This is an optimization exercise on Yosys and OpenROAD, whose aim is small area, not a production implementation.
The RTL was checked by simulation tests, not by an equivalence proof against the original design.
Power figures rest on the tool's default switching activity, not on a simulated workload. No driver is modelled on the clock port, so clocking that relies on it looks cheaper here than on a real chip.

## payload_capture
module payload_capture #(
  parameter int DATA_W     = 16,
  parameter int FIFO_DEPTH = 64,
  parameter int ADDR_W     = 6,
  parameter int MAX_LEN    = 1024
) (
  input  logic              Clk,
  input  logic              rst,
  input  logic              valid_i,
  input  logic [DATA_W-1:0] r_i,
  input  logic [DATA_W-1:0] i_i,
  input  logic              detect_i,
  input  logic [15:0]       payload_length_i,
  output logic              out_valid_o,
  input  logic              out_ready_i,
  output logic [DATA_W-1:0] out_r_o,
  output logic [DATA_W-1:0] out_i_o,
  output logic              out_last_o,
  output logic              busy_o,
  output logic              done_o,
  output logic              len_err_o,
  output logic              overflow_o
);
==> flow/config.mk <==
export PLATFORM = sky130hd
export DESIGN_NAME = payload_capture
export DESIGN_NICKNAME = payload_capture
export VERILOG_FILES = /design/flow/design.v
export SDC_FILE = /design/flow/constraint.sdc
export NUM_CORES = 4
export LEC_CHECK = 0
export CAP_MARGIN = 20
export CORE_MARGIN = 2
export CORE_UTILIZATION = 40
export CTS_BUF_LIST = sky130_fd_sc_hd__clkbuf_16
export CTS_CLUSTER_DIAMETER = 80
export CTS_CLUSTER_SIZE = 24
export SLEW_MARGIN = 20
export SYNTH_HIERARCHICAL = 1
==> flow/constraint.sdc <==
create_clock -name core_clock -period 8.0 [get_ports {Clk}]
set_input_delay 1.6000 -clock core_clock [delete_from_list [all_inputs] [get_ports {Clk}]]
set_output_delay 1.6000 -clock core_clock [all_outputs]
set_load 0.01 [all_outputs]
standard.sh (not shown) runs the stock make flow with config.mk's settings and CLKGATE_MAP_FILE= SYNTH_SCRIPT=/design/flow/synth_recipe.tcl, a recipe that flattens the netlist after the stock synthesis.
==> flow/flow/run.sh <==
#!/bin/bash
# Standard ORFS layout (the standard.sh, unchanged synthesis) with a leaner
# clock tree (no dummy loads, clkbuf_8 leaves), buf_2 port buffers and a 70%
# floorplan utilization; repair may resize cells to other footprints. The tools' full output goes to standard.log here.
set -uo pipefail
export CTS_ARGS="-sink_clustering_enable -repair_clock_nets -dont_use_dummy_load -sink_clustering_size 16 -sink_clustering_max_diameter 60 -buf_list sky130_fd_sc_hd__clkbuf_8"
export BUFFER_PORTS_ARGS="-buffer_cell sky130_fd_sc_hd__buf_2"
bash standard.sh CORE_UTILIZATION=70 SLEW_MARGIN=20 CAP_MARGIN=25 MATCH_CELL_FOOTPRINT=0 finish > standard.log 2>&1
Change:
==> flow/flow/run.sh (replaced) <==
#!/bin/bash
# Standard ORFS layout (the standard.sh, unchanged synthesis) with a leaner
# clock tree (no dummy loads, clkbuf_8 leaves), buf_2 port buffers and a 70%
# floorplan utilization; repair may resize cells to other footprints; the row write-strobe drivers start upsized (flow/upsize_rowctl.tcl). The tools' full output goes to standard.log here.
set -uo pipefail
export CTS_ARGS="-sink_clustering_enable -repair_clock_nets -dont_use_dummy_load -sink_clustering_size 16 -sink_clustering_max_diameter 60 -buf_list sky130_fd_sc_hd__clkbuf_8"
export BUFFER_PORTS_ARGS="-buffer_cell sky130_fd_sc_hd__buf_2"
export PRE_GLOBAL_PLACE_TCL="$PWD/flow/upsize_rowctl.tcl"
bash standard.sh CORE_UTILIZATION=70 SLEW_MARGIN=20 CAP_MARGIN=25 MATCH_CELL_FOOTPRINT=0 finish > standard.log 2>&1
==> flow/flow/upsize_rowctl.tcl (new file) <==
# Give each FIFO row's write strobes (g_row[k].u_ctl.load / .keep, 33 loads
# each) a stronger driver up front, so placement repair need not buffer them.
set db [ord::get_db]
set block [ord::get_db_block]
set swaps [dict create \
  sky130_fd_sc_hd__and2_1  sky130_fd_sc_hd__and2_4 \
  sky130_fd_sc_hd__and2_0  sky130_fd_sc_hd__and2_4 \
  sky130_fd_sc_hd__nand2_1 sky130_fd_sc_hd__nand2_2]
set n 0
foreach net [$block getNets] {
  set name [$net getName]
  if {![string match {*g_row*u_ctl.load} $name] && ![string match {*g_row*u_ctl.keep} $name]} {
    continue
  }
  foreach it [$net getITerms] {
    if {![$it isOutputSignal]} { continue }
    set inst [$it getInst]
    set m [[$inst getMaster] getName]
    if {![dict exists $swaps $m]} { continue }
    set master [$db findMaster [dict get $swaps $m]]
    if {$master eq "NULL" || $master eq ""} { continue }
    $inst swapMaster $master
    incr n
  }
}
puts "upsize_rowctl: upsized $n row write-strobe drivers"
=> Via count drops slightly; worst setup slack degrades by 530 ps; clock skew went down by 4.1 ps; worst hold slack degrades by 3.2 ps; wire length fell slightly.
Change:
==> flow/flow/run.sh (replaced) <==
#!/bin/bash
# Standard ORFS layout (the standard.sh, unchanged synthesis) with a leaner
# clock tree (no dummy loads, clkbuf_8 leaves), buf_2 port buffers and a 70%
# floorplan utilization; repair may resize cells to other footprints. The tools' full output goes to standard.log here.
set -uo pipefail
export CTS_ARGS="-sink_clustering_enable -repair_clock_nets -dont_use_dummy_load -sink_clustering_size 16 -sink_clustering_max_diameter 60 -buf_list sky130_fd_sc_hd__clkbuf_8"
export BUFFER_PORTS_ARGS="-buffer_cell sky130_fd_sc_hd__buf_2"
bash standard.sh CORE_UTILIZATION=70 SLEW_MARGIN=20 CAP_MARGIN=25 MATCH_CELL_FOOTPRINT=0 PLACE_DENSITY=0.80 finish > standard.log 2>&1
removed: flow/flow/upsize_rowctl.tcl
Outcome:
- The new run passed the timing, DRC and antenna checks
- hold slack is about the same
- first-iteration DRC count rose by about 4.4%
- total power barely changes
- sequential cell count is unchanged
Change:
--- a/flow/flow/run.sh
+++ b/flow/flow/run.sh
@@ -6,3 +6,3 @@
 export CTS_ARGS="-sink_clustering_enable -repair_clock_nets -dont_use_dummy_load -sink_clustering_size 16 -sink_clustering_max_diameter 60 -buf_list sky130_fd_sc_hd__clkbuf_8"
 export BUFFER_PORTS_ARGS="-buffer_cell sky130_fd_sc_hd__buf_2"
-bash standard.sh CORE_UTILIZATION=70 SLEW_MARGIN=20 CAP_MARGIN=25 MATCH_CELL_FOOTPRINT=0 PLACE_DENSITY=0.80 finish > standard.log 2>&1
+bash standard.sh CORE_UTILIZATION=70 SLEW_MARGIN=20 CAP_MARGIN=25 MATCH_CELL_FOOTPRINT=0 PLACE_DENSITY=0.92 finish > standard.log 2>&1
Outcome: Cell area barely changes. Maximum frequency shrinks by a few percent. Area after synthesis does not change.
Change:
==> flow/flow/run.sh (replaced) <==
#!/bin/bash
# Standard ORFS layout (the standard.sh, unchanged synthesis) with a leaner
# clock tree (no dummy loads, clkbuf_8 leaves), buf_2 port buffers and a 70%
# floorplan utilization; repair may resize cells to other footprints. The tools' full output goes to standard.log here.
set -uo pipefail
export CTS_ARGS="-sink_clustering_enable -repair_clock_nets -dont_use_dummy_load -sink_clustering_size 18 -sink_clustering_max_diameter 60 -buf_list sky130_fd_sc_hd__clkbuf_8"
export BUFFER_PORTS_ARGS="-buffer_cell sky130_fd_sc_hd__buf_2"
bash standard.sh CORE_UTILIZATION=70 SLEW_MARGIN=20 CAP_MARGIN=25 MATCH_CELL_FOOTPRINT=0 finish > standard.log 2>&1
Outcome: Cell area shrinks by 0.31%; maximum frequency grows by 6.7%; setup slack improved by 470 ps; clock-buffer cell count shrinks by 10; power shrinks by 1.1%; global-route usage is about the same; via count shrinks by 5.1%; worst hold slack stays flat; clock power shrinks by about 3%; synthesized area does not change; sequential share of layout area grows by 0.17 points.


JK:
Another version of the RTL of payload_capture (not shown whole).
Size in the first run: ~4300 cells after synthesis, about 2100 flip-flops, roughly 91 I/O pins, ~0.079 mm² of cells after synthesis.
make LEC_CHECK=0 CAP_MARGIN=20 CORE_MARGIN=2 CORE_UTILIZATION=40 SLEW_MARGIN=20 finish   # period 8.0 ns
run.sh (not shown) runs the stock make flow with config.mk's settings and CLKGATE_MAP_FILE= SYNTH_SCRIPT=/design/flow/synth_recipe.tcl, a recipe that flattens the netlist after the stock synthesis.
Stock flow here: none of the scripts above is used.
The final report for JK shows a completed flow and a layout that fails verification, specifically negative setup slack.
#### Input delta (MS over JK)
Settings: putting CTS_BUF_LIST at sky130_fd_sc_hd__clkbuf_16 where nothing was set; putting CTS_CLUSTER_DIAMETER at 60 where nothing was set; putting CTS_CLUSTER_SIZE at 30 where nothing was set; putting SETUP_SLACK_MARGIN at 0.3 where nothing was set.
[summary]
MS completed every stage of the flow, and the final layout passed the timing, DRC and antenna checks. Of MS and JK, the run reporting the lower cell depth of the worst flop-to-flop path was MS. Compared with JK, MS shows a sum of buffers and inverters on the critical path that is 1 higher. Compared with JK, MS shows average wire per cell in the routed design higher by 0.54 µm. | sequential share of power | MS vs JK | 3.3 points higher |. As far as number of unique standard cell types used by synthesis goes, JK and MS are indistinguishable; the numbers are identical.


The RTL this note starts from:
==> flow/design.v <==
module payload_capture #(
  parameter int DATA_W     = 16,
  parameter int FIFO_DEPTH = 64,
  parameter int ADDR_W     = 6,
  parameter int MAX_LEN    = 1024
) (
  input  logic              Clk,
  input  logic              rst,
  input  logic              valid_i,
  input  logic [DATA_W-1:0] r_i,
  input  logic [DATA_W-1:0] i_i,
  input  logic              detect_i,
  input  logic [15:0]       payload_length_i,
  output logic              out_valid_o,
  input  logic              out_ready_i,
  output logic [DATA_W-1:0] out_r_o,
  output logic [DATA_W-1:0] out_i_o,
  output logic              out_last_o,
  output logic              busy_o,
  output logic              done_o,
  output logic              len_err_o,
  output logic              overflow_o
);
  localparam int ENTRY_W = 2 * DATA_W + 1;
  localparam int CNT_W   = $clog2(MAX_LEN + 1);
  logic             busy;
  logic             done;
  logic [CNT_W-1:0] remaining;
  logic             len_err;
  logic             overflow;
  logic [ADDR_W:0]  wr_ptr;
  logic             rd_wrap;
  logic             ptr_eq;
  logic             fifo_empty;
  logic             fifo_full;
  logic             push_req;
  logic             push;
  logic             pop;
  logic             len_ok;
  logic             entry_last;
  logic [ENTRY_W-1:0] mem [FIFO_DEPTH];
  logic [ENTRY_W-1:0] head;
  assign len_ok = !payload_length_i[15] && (payload_length_i != 16'd0) &&
                  (payload_length_i[14:10] == 5'd0 || payload_length_i[14:0] == 15'd1024);
  assign ptr_eq     = !rd_lo_n[wr_ptr[2:0]] && !rd_hi_n[wr_ptr[5:3]];
  assign fifo_empty = ptr_eq && (wr_ptr[ADDR_W] == rd_wrap);
  assign fifo_full  = ptr_eq && (wr_ptr[ADDR_W] != rd_wrap);
  assign push_req   = busy && valid_i;
  assign pop        = !fifo_empty && out_ready_i;
  assign push       = push_req && (!fifo_full || pop);
  assign entry_last = (remaining == CNT_W'(1));
  always_ff @(posedge Clk or negedge rst) begin
    if (!rst) begin
      busy      <= 1'b0;
      done      <= 1'b0;
      remaining <= '0;
      len_err   <= 1'b0;
      overflow  <= 1'b0;
    end else begin
      done <= busy && valid_i && entry_last;
      if (!busy && !done && detect_i) begin
        len_err  <= !len_ok;
        overflow <= 1'b0;
        if (len_ok) begin
          busy      <= 1'b1;
          remaining <= payload_length_i[CNT_W-1:0];
        end
      end else if (busy && valid_i) begin
        remaining <= remaining - CNT_W'(1);
        if (entry_last) busy <= 1'b0;
        if (fifo_full && !pop) overflow <= 1'b1;
      end
    end
  end
  always_ff @(posedge Clk or negedge rst) begin
    if (!rst) begin
      wr_ptr <= '0;
    end else if (push) begin
      wr_ptr <= wr_ptr + 1'b1;
    end
  end
  always_ff @(posedge Clk) begin
    if (push) mem[wr_ptr[ADDR_W-1:0]] <= {entry_last, r_i, i_i};
  end
  logic [7:0] rd_lo_n;
  logic [7:0] rd_hi_n;
  always_ff @(posedge Clk or negedge rst) begin
    if (!rst) begin
      rd_lo_n <= 8'hFE;
      rd_hi_n <= 8'hFE;
      rd_wrap <= 1'b0;
    end else if (pop) begin
      rd_lo_n <= {rd_lo_n[6:0], rd_lo_n[7]};
      if (!rd_lo_n[7]) begin
        rd_hi_n <= {rd_hi_n[6:0], rd_hi_n[7]};
        if (!rd_hi_n[7]) rd_wrap <= !rd_wrap;
      end
    end
  end
  logic [ENTRY_W-1:0] grp [8];
  always_comb begin
    for (int j = 0; j < 8; j++) begin
      grp[j] = '1;
      for (int i = 0; i < 8; i++) begin
        grp[j] = grp[j] & (mem[8*j+i] | {ENTRY_W{rd_lo_n[i]}});
      end
    end
    head = '1;
    for (int j = 0; j < 8; j++) begin
      head = head & (grp[j] | {ENTRY_W{rd_hi_n[j]}});
    end
  end
  assign out_valid_o = !fifo_empty;
  assign out_last_o  = head[ENTRY_W-1];
  assign out_r_o     = head[2*DATA_W-1:DATA_W];
  assign out_i_o     = head[DATA_W-1:0];
  assign busy_o     = busy;
  assign done_o     = done;
  assign len_err_o  = len_err;
  assign overflow_o = overflow;
endmodule
clock: 8.0 ns
lec_check: 0
cap_margin: 20
core_margin: 2
core_utilization: 40
cts_buf_list: sky130_fd_sc_hd__clkbuf_16
cts_cluster_diameter: 80
cts_cluster_size: 24
slew_margin: 20
standard.sh (not shown) runs the stock make flow with config.mk's settings and CLKGATE_MAP_FILE= SYNTH_SCRIPT=/design/flow/synth_recipe.tcl, a recipe that flattens the netlist after the stock synthesis.
==> flow/flow/run.sh <==
#!/bin/bash
# Standard ORFS layout with a leaner clock tree (no dummy loads), smaller
# port buffers, a denser floorplan.
# Every tool's output goes to a log here.
set -uo pipefail
export CTS_ARGS="-sink_clustering_enable -repair_clock_nets -dont_use_dummy_load -sink_clustering_size 16 -sink_clustering_max_diameter 60 -buf_list sky130_fd_sc_hd__clkbuf_8"
export BUFFER_PORTS_ARGS="-buffer_cell sky130_fd_sc_hd__buf_2"
bash standard.sh CORE_UTILIZATION=70 SLEW_MARGIN=10 CAP_MARGIN=10 finish > standard.log 2>&1
Then changed:
==> flow/flow/run.sh (replaced) <==
#!/bin/bash
# Standard ORFS layout with a leaner clock tree (no dummy loads), smaller
# port buffers, a denser floorplan.
# Every tool's output goes to a log here.
set -uo pipefail
export CTS_ARGS="-sink_clustering_enable -repair_clock_nets -dont_use_dummy_load -sink_clustering_size 28 -sink_clustering_max_diameter 100 -buf_list sky130_fd_sc_hd__clkbuf_16"
export BUFFER_PORTS_ARGS="-buffer_cell sky130_fd_sc_hd__buf_2"
bash standard.sh CORE_UTILIZATION=70 SLEW_MARGIN=0 CAP_MARGIN=0 finish > standard.log 2>&1
What happened:
- The changed run reached the layout checks and failed them: max-capacitance violations, max-slew violations
- final area hardly moves
- total power came out higher by 0.76%
- core utilization stays flat
- worst hold slack improved by 3.2 ps
Then changed:
--- a/flow/flow/run.sh
+++ b/flow/flow/run.sh
@@ -8 +8 @@
-bash standard.sh CORE_UTILIZATION=70 SLEW_MARGIN=0 CAP_MARGIN=0 finish > standard.log 2>&1
+bash standard.sh CORE_UTILIZATION=70 SLEW_MARGIN=10 CAP_MARGIN=10 finish > standard.log 2>&1
After rerunning: The changed run completed without violations. Sequential power hardly moves. Routed wire length barely changes. Global-route usage hardly moves. Clock power is about the same.
Then changed:
==> flow/flow/run.sh (replaced) <==
#!/bin/bash
# Standard ORFS layout with a leaner clock tree (no dummy loads), smaller
# port buffers, a denser floorplan.
# Every tool's output goes to a log here.
set -uo pipefail
export CTS_ARGS="-sink_clustering_enable -repair_clock_nets -dont_use_dummy_load -sink_clustering_size 16 -sink_clustering_max_diameter 60 -buf_list sky130_fd_sc_hd__clkbuf_8"
export BUFFER_PORTS_ARGS="-buffer_cell sky130_fd_sc_hd__buf_2"
bash standard.sh CORE_UTILIZATION=70 SLEW_MARGIN=10 CAP_MARGIN=10 RECOVER_POWER=100 finish > standard.log 2>&1
What happened: The changed run ran to the end with violations: max-capacitance violations, max-slew violations; design area falls by 0.75%; setup slack got worse by 1000 ps; total power falls by about 0.7%; core utilization falls by 0.56 points; register-to-register slack got worse by 2400 ps; sequential power is about the same; clock power falls by about 2%; combinational power falls by about 8%.
Then changed:
--- a/flow/flow/run.sh
+++ b/flow/flow/run.sh
@@ -7,0 +8 @@
+export POST_GLOBAL_ROUTE_TCL="$PWD/flow/post_grt.tcl"
==> flow/flow/post_grt.tcl (new file) <==
# Power recovery downsizes cells without regard to slew; repair slew and
# capacitance again with global-route parasitics, then refresh the routes.
global_route -start_incremental
repair_design -slew_margin 10 -cap_margin 10 -match_cell_footprint -verbose
detailed_placement
global_route -end_incremental
estimate_parasitics -global_routing
report_check_types -max_slew -max_capacitance -violators
write_guides $::env(RESULTS_DIR)/route.guide
Now the flow ran to the end with no violations.
Final area grows by 1.6%.
Sequential share of layout area came out lower by 1.2 points.
Core utilization grows by 1.2 points.
Clock-buffer cell count does not change.
Area after synthesis is unchanged.
First-iteration DRC count increases by 3.7%.
Power is about the same.
Clock power barely changes.
Via count stays flat.
Die area stays the same.
Non-clock buffer count goes up by 50.

## port drivers added, routing unchanged
In the flow no input, the clock included, has a driving cell. The finished layouts below were timed again as built, in two steps. Step 1 (the two cells are an assumption about what drives the block):
set clk [get_ports {Clk}]
set_driving_cell -lib_cell sky130_fd_sc_hd__clkbuf_16 $clk
set_driving_cell -lib_cell sky130_fd_sc_hd__buf_2 [delete_from_list [all_inputs] $clk]
Step 2 times the ports against the registers' clock, not the clock port: input delays grow and output delays shrink by t, the midpoint of the rising clock arrivals with the driver on. Slacks: ideal ports / drivers / drivers and shift; pairs: ideal ports / drivers.
run	t (ns)	slack for setup (ns)	hold WS [ns]	worst setup path at the end
the first run of note 1	0.972	1.004 / 0.924 / 1.896	0.492 / 0.492 / 0.492	register to output
the second run of note 1	0.964	0.469 / 0.386 / 1.350	0.489 / 0.489 / 0.489	register to output
the third run of note 1	0.949	0.888 / 0.805 / 1.754	0.488 / 0.488 / 0.488	register to output
the fourth run of note 1	1.018	0.509 / 0.431 / 1.449	0.492 / 0.492 / 0.492	register to output
the fifth run of note 1	0.960	0.982 / 0.901 / 1.861	0.491 / 0.491 / 0.491	register to output
JK	0.926	-0.007 / -0.086 / 0.841	0.490 / 0.490 / 0.490	register to output
MS	0.882	0.198 / 0.119 / 1.001	0.492 / 0.492 / 0.492	register to output
the first run of note 3	0.955	1.255 / 1.178 / 2.133	0.507 / 0.507 / 0.507	register to output
the second run of note 3	0.784	1.383 / 1.307 / 2.091	0.510 / 0.510 / 0.510	register to output
the third run of note 3	0.773	1.511 / 1.433 / 2.206	0.510 / 0.510 / 0.510	register to output
the fourth run of note 3	0.954	0.479 / 0.479 / 0.479	0.507 / 0.507 / 0.507	register to register
the fifth run of note 3	0.957	0.970 / 0.893 / 1.737	0.509 / 0.509 / 0.509	register to register
